This is an optimization exercise on Yosys and OpenROAD, whose aim is small area, a short achievable clock period and few clock cycles, not a production implementation. At most, simulation tests tie the RTL to the original design; equivalence was not proved.

==> cedar <==
## conv_top
module conv_top #(
  parameter int IMG_BITS = 6
) (
  input  logic                  clk,
  input  logic                  reset,
  input  logic                  ready,
  input  logic signed [19:0]    idata,
  output logic                  busy,
  output logic [2*IMG_BITS-1:0] iaddr,
  output logic                  cwr,
  output logic [2*IMG_BITS-1:0] caddr_wr,
  output logic signed [19:0]    cdata_wr
);
==> module conv_top, before the edit <==
module conv_top #(
  parameter int IMG_BITS = 6
) (
  input  logic                  clk,
  input  logic                  reset,
  input  logic                  ready,
  input  logic signed [19:0]    idata,
  output logic                  busy,
  output logic [2*IMG_BITS-1:0] iaddr,
  output logic                  cwr,
  output logic [2*IMG_BITS-1:0] caddr_wr,
  output logic signed [19:0]    cdata_wr
);
typedef logic signed [19:0] pixel_t;
localparam int STRIP_ROWS = 8;
  localparam int L  = STRIP_ROWS + 2;   
  localparam int SR = 2 * L + 3;
  logic       rd_act;    
  logic       rd_first;  
  logic [3:0] ri;        
  logic [6:0] rx;        
  logic [5:0] arow;      
  logic       start;
  logic       col_end;
  logic       pad;
  assign start   = ready && !busy;
  assign col_end = (ri == 4'(L - 1));
  assign pad     = rx[6] || (ri == 4'd0 && arow == 6'd63) || (col_end && arow == 6'd0);
  assign iaddr   = {arow, rx[5:0]};
  always_ff @(posedge clk or posedge reset) begin
    if (reset) begin
      rd_act   <= 1'b0;
      rd_first <= 1'b1;
      ri       <= '0;
      rx       <= 7'd64;
      arow     <= 6'd63 - 6'(STRIP_ROWS);
    end else begin
      if (start) rd_act <= 1'b1;
      if (rd_act) begin
        if (!col_end) begin
          ri   <= ri + 1'b1;
          arow <= arow + 1'b1;
        end else begin
          ri <= '0;
          if (!rx[6]) begin
            rx   <= rx + 1'b1;
            arow <= arow - 6'(L - 1);
          end else if (!rd_first && arow == 6'd0) begin
            rd_act   <= 1'b0;
            rd_first <= 1'b1;
            arow     <= arow - 6'(L - 1);
          end else begin
            rx       <= '0;
            arow     <= arow - 6'(L - 1) + 6'(STRIP_ROWS);
            rd_first <= 1'b0;
          end
        end
      end
    end
  end
  logic rd_valid;
  assign rd_valid = rd_act && !rd_first && (ri >= 4'd2) && (rx != 7'd0);
  pixel_t sr [SR];
  always_ff @(posedge clk) begin
    sr[0] <= pad ? '0 : idata;
    for (int i = 1; i < SR; i++) sr[i] <= sr[i-1];
  end
  logic [20*SR-1:0] srv;
  always_comb for (int i = 0; i < SR; i++) srv[20*i +: 20] = sr[i];
  conv_mac u_mac (
    .clk(clk),
    .srv(srv),
    .res(cdata_wr)
  );
  logic v1, v2;
  logic last_wr;
  assign last_wr = cwr && (caddr_wr == '1);
  always_ff @(posedge clk or posedge reset) begin
    if (reset) begin
      v1       <= 1'b0;
      v2       <= 1'b0;
      cwr      <= 1'b0;
      caddr_wr <= '0;
      busy     <= 1'b0;
    end else begin
      v1  <= rd_valid;
      v2  <= v1;
      cwr <= v2;
      if (start) begin
        busy <= 1'b1;
      end else if (last_wr) begin
        busy <= 1'b0;
      end
      if (cwr) begin
        if (caddr_wr[8:6] != 3'd7) begin
          caddr_wr[11:6] <= caddr_wr[11:6] + 1'b1;
        end else if (caddr_wr[5:0] != 6'd63) begin
          caddr_wr[11:6] <= caddr_wr[11:6] - 6'd7;
          caddr_wr[5:0]  <= caddr_wr[5:0] + 1'b1;
        end else begin
          caddr_wr[11:6] <= caddr_wr[11:6] + 1'b1;
          caddr_wr[5:0]  <= '0;
        end
      end
    end
  end
endmodule
clock: 13.5 ns
lec_check: 0
cap_margin: 20
core_margin: 2
core_utilization: 40
slew_margin: 20
synth_hierarchical: 1
synth_minimum_keep_size: 0
standard.sh (not shown) runs the stock make flow with config.mk's settings and CLKGATE_MAP_FILE= SYNTH_SCRIPT=/design/flow/synth_recipe.tcl, a recipe that flattens the netlist after the stock synthesis.
==> flow/flow/run.sh <==
#!/bin/bash
# The standard layout, with post-cts and post-route timing repair aiming
# for setup slack well above what the 13.5 ns clock needs, so that the
# resizer also shortens paths the clock alone would leave slow; and a clock
# tree of smaller buffers without dummy balancing loads.
set -euo pipefail
bash standard.sh SETUP_SLACK_MARGIN=9.6 \
  'CTS_ARGS=-sink_clustering_enable -repair_clock_nets -dont_use_dummy_load -buf_list {sky130_fd_sc_hd__clkbuf_4 sky130_fd_sc_hd__clkbuf_8}' \
  finish > standard_make.log 2>&1
==> indigo (differences from cedar) <==
--- a/flow/design.v
+++ b/flow/design.v
@@ -2011,28 +2011,28 @@
     if (reset) begin
       rd_act   <= 1'b0;
+      rd_first <= 1'b0;
+      ri       <= '0;
+      rx       <= '0;
+      arow     <= '0;
+    end else if (start) begin
+      rd_act   <= 1'b1;
       rd_first <= 1'b1;
       ri       <= '0;
       rx       <= 7'd64;
       arow     <= 6'd63 - 6'(STRIP_ROWS);
-    end else begin
-      if (start) rd_act <= 1'b1;
-      if (rd_act) begin
-        if (!col_end) begin
-          ri   <= ri + 1'b1;
-          arow <= arow + 1'b1;
+    end else if (rd_act) begin
+      if (!col_end) begin
+        ri   <= ri + 1'b1;
+        arow <= arow + 1'b1;
+      end else begin
+        ri <= '0;
+        if (!rx[6]) begin
+          rx   <= rx + 1'b1;
+          arow <= arow - 6'(L - 1);
         end else begin
-          ri <= '0;
-          if (!rx[6]) begin
-            rx   <= rx + 1'b1;
-            arow <= arow - 6'(L - 1);
-          end else if (!rd_first && arow == 6'd0) begin
-            rd_act   <= 1'b0;
-            rd_first <= 1'b1;
-            arow     <= arow - 6'(L - 1);
-          end else begin
-            rx       <= '0;
-            arow     <= arow - 6'(L - 1) + 6'(STRIP_ROWS);
-            rd_first <= 1'b0;
-          end
+          rx       <= '0;
+          arow     <= arow - 6'(L - 1) + 6'(STRIP_ROWS);
+          rd_first <= 1'b0;
+          if (!rd_first && arow == 6'd0) rd_act <= 1'b0;
         end
       end
@@ -2068,5 +2068,6 @@
       cwr <= v2;
       if (start) begin
-        busy <= 1'b1;
+        busy     <= 1'b1;
+        caddr_wr <= '0;
       end else if (last_wr) begin
         busy <= 1'b0;
==> flow/run.sh (new file) <==
#!/bin/bash
# synth_recipe.tcl (not shown) runs the flow's synth.tcl, then flattens the netlist and writes it again
# the make line also repeats each setting of config.mk as NAME=value (left out here)
make -C /OpenROAD-flow-scripts/flow DESIGN_CONFIG=/design/flow/config.mk WORK_HOME=/design/flow/orfs CLKGATE_MAP_FILE= SYNTH_SCRIPT=/design/flow/synth_recipe.tcl finish
removed: flow/flow/run.sh
removed: flow/standard.sh
==> pepper (differences from cedar) <==
--- a/flow/design.v
+++ b/flow/design.v
@@ -2011,28 +2011,28 @@
     if (reset) begin
       rd_act   <= 1'b0;
+      rd_first <= 1'b0;
+      ri       <= '0;
+      rx       <= '0;
+      arow     <= '0;
+    end else if (start) begin
+      rd_act   <= 1'b1;
       rd_first <= 1'b1;
       ri       <= '0;
       rx       <= 7'd64;
       arow     <= 6'd63 - 6'(STRIP_ROWS);
-    end else begin
-      if (start) rd_act <= 1'b1;
-      if (rd_act) begin
-        if (!col_end) begin
-          ri   <= ri + 1'b1;
-          arow <= arow + 1'b1;
+    end else if (rd_act) begin
+      if (!col_end) begin
+        ri   <= ri + 1'b1;
+        arow <= arow + 1'b1;
+      end else begin
+        ri <= '0;
+        if (!rx[6]) begin
+          rx   <= rx + 1'b1;
+          arow <= arow - 6'(L - 1);
         end else begin
-          ri <= '0;
-          if (!rx[6]) begin
-            rx   <= rx + 1'b1;
-            arow <= arow - 6'(L - 1);
-          end else if (!rd_first && arow == 6'd0) begin
-            rd_act   <= 1'b0;
-            rd_first <= 1'b1;
-            arow     <= arow - 6'(L - 1);
-          end else begin
-            rx       <= '0;
-            arow     <= arow - 6'(L - 1) + 6'(STRIP_ROWS);
-            rd_first <= 1'b0;
-          end
+          rx       <= '0;
+          arow     <= arow - 6'(L - 1) + 6'(STRIP_ROWS);
+          rd_first <= 1'b0;
+          if (!rd_first && arow == 6'd0) rd_act <= 1'b0;
         end
       end
@@ -2068,5 +2068,6 @@
       cwr <= v2;
       if (start) begin
-        busy <= 1'b1;
+        busy     <= 1'b1;
+        caddr_wr <= '0;
       end else if (last_wr) begin
         busy <= 1'b0;
==> flow/flow/run.sh (replaced) <==
#!/bin/bash
# The standard layout, with post-cts and post-route timing repair aiming
# for setup slack well above what the 13.5 ns clock needs, so that the
# resizer also shortens paths the clock alone would leave slow.
set -euo pipefail
bash standard.sh SETUP_SLACK_MARGIN=10.2 finish > standard_make.log 2>&1
==> yarrow (differences from cedar) <==
--- a/flow/design.v
+++ b/flow/design.v
@@ -2011,28 +2011,28 @@
     if (reset) begin
       rd_act   <= 1'b0;
+      rd_first <= 1'b0;
+      ri       <= '0;
+      rx       <= '0;
+      arow     <= '0;
+    end else if (start) begin
+      rd_act   <= 1'b1;
       rd_first <= 1'b1;
       ri       <= '0;
       rx       <= 7'd64;
       arow     <= 6'd63 - 6'(STRIP_ROWS);
-    end else begin
-      if (start) rd_act <= 1'b1;
-      if (rd_act) begin
-        if (!col_end) begin
-          ri   <= ri + 1'b1;
-          arow <= arow + 1'b1;
+    end else if (rd_act) begin
+      if (!col_end) begin
+        ri   <= ri + 1'b1;
+        arow <= arow + 1'b1;
+      end else begin
+        ri <= '0;
+        if (!rx[6]) begin
+          rx   <= rx + 1'b1;
+          arow <= arow - 6'(L - 1);
         end else begin
-          ri <= '0;
-          if (!rx[6]) begin
-            rx   <= rx + 1'b1;
-            arow <= arow - 6'(L - 1);
-          end else if (!rd_first && arow == 6'd0) begin
-            rd_act   <= 1'b0;
-            rd_first <= 1'b1;
-            arow     <= arow - 6'(L - 1);
-          end else begin
-            rx       <= '0;
-            arow     <= arow - 6'(L - 1) + 6'(STRIP_ROWS);
-            rd_first <= 1'b0;
-          end
+          rx       <= '0;
+          arow     <= arow - 6'(L - 1) + 6'(STRIP_ROWS);
+          rd_first <= 1'b0;
+          if (!rd_first && arow == 6'd0) rd_act <= 1'b0;
         end
       end
@@ -2068,5 +2068,6 @@
       cwr <= v2;
       if (start) begin
-        busy <= 1'b1;
+        busy     <= 1'b1;
+        caddr_wr <= '0;
       end else if (last_wr) begin
         busy <= 1'b0;
==> flow/flow/run.sh (replaced) <==
#!/bin/bash
# The standard layout, with post-cts and post-route timing repair aiming
# for setup slack well above what the 13.5 ns clock needs, so that the
# resizer also shortens paths the clock alone would leave slow.
set -euo pipefail
bash standard.sh SETUP_SLACK_MARGIN=9.6 finish > standard_make.log 2>&1
==> summary of the runs <==
- cedar ran to the end with no violations. yarrow produced a clean layout. pepper ran to the end with no violations. indigo completed without violations.
- Against cedar, the utilization of pepper is higher by 4.0 points.
- In pepper the non-clock buffer count is higher than in cedar, by 165.
- The lowest clock skew belongs to indigo, the highest to cedar.
- Sequential share of layout area: pepper < yarrow < indigo < cedar.
- Register-to-register slack, lowest first: indigo, yarrow, pepper, cedar.
- In area after synthesis, pepper and yarrow do not differ.
- Via count: indigo is smaller than yarrow (about 1.6%).
- Synthesized cell count is the same in pepper and indigo.
- Worst setup slack, highest first: cedar, pepper, yarrow, indigo.
==> figures <==
| item | indigo | cedar | pepper | yarrow |
|---|---|---|---|---|
| Run status | finished clean | finished clean | finished clean | finished clean |
| Area share of the leading cell type in the synthesized netlist | 0.427 | 0.426 | 0.427 | 0.427 |
| Nets in the synthesized netlist | 3485 | 3487 | 3485 | 3485 |
| Final Instance Count excl. Fillers | 3963 | 3980 | 4157 | 4014 |
| Cell with the largest stage delay on the worst path | sky130_fd_sc_hd__or4b_4 | sky130_fd_sc_hd__dfstp_2 | sky130_fd_sc_hd__fa_1 | sky130_fd_sc_hd__or4b_4 |
| Crit path buffers/inverters | 3 | 1 | 2 | 4 |
| Library cells used by synthesis | 72 | 81 | 72 | 72 |
| Hold worst-path end | sr[16][13] | sr[19][14] | sr[19][7] | sr[16][13] |
| FF-to-FF path depth | 15 | 6 | 14 | 16 |
| Mapped Area | 0.0370 mm² | 0.0370 mm² | 0.0370 mm² | 0.0370 mm² |
| Reg2reg setup slack | 8.80 ns | 9.64 ns | 9.42 ns | 9.31 ns |
| Proportion of cell area occupied by multi-input gates | 0.504 | 0.513 | 0.485 | 0.498 |
| Number of gates resized after cts | 0 | 381 | 459 | 391 |
| Final Cycle Share | 0.348 | 0.302 | 0.302 | 0.310 |
| DR iter-0 viols | 1540 | 1466 | 1507 | 1607 |
| Seq/Total Area, Yosys | 0.395 | 0.395 | 0.395 | 0.395 |
| Die Height | 308 µm | 308 µm | 308 µm | 308 µm |
| Core Util, Final | 0.460 | 0.456 | 0.496 | 0.473 |
| Clk pin slew, worst setup/hold paths | 0.07 ns | 0.07 ns | 0.06 ns | 0.07 ns |
Testbench counts of cedar, summed over its fixed seeds: cycles 41,712.
No functional check of the RTL was part of indigo, pepper and yarrow.

## what the ideal ports hide
How much do the figures lean on ideal ports? The routed layouts below were timed once more, with nothing changed but the port constraints.
Step 1 assumes that a clkbuf_16 drives the clock port and a buf_2 every other input.
Step 2 times the ports against the registers' clock, not the clock port: input delays grow and output delays shrink by t, the midpoint of the rising clock arrivals with the driver on.
Three values: no drivers, after step 1, after step 2; two values: the first two.
run | shift t [ns] | slack for setup (ns) | worst setup path at the end | worst slew at a driven data input, ns
cedar | 0.789 | 9.426 / 9.361 / 9.642 | register to register | 0.05
indigo | 0.700 | 8.802 / 8.802 / 8.802 | register to register | 0.05
pepper | 0.699 | 9.422 / 9.422 / 9.422 | register to register | 0.04
yarrow | 0.699 | 9.314 / 9.314 / 9.307 | input to register | 0.04
After both steps every run listed still meets setup and hold. The setup slack of yarrow, which loses most, moves by 0.000 ns with the drivers and by -0.007 ns with both steps.
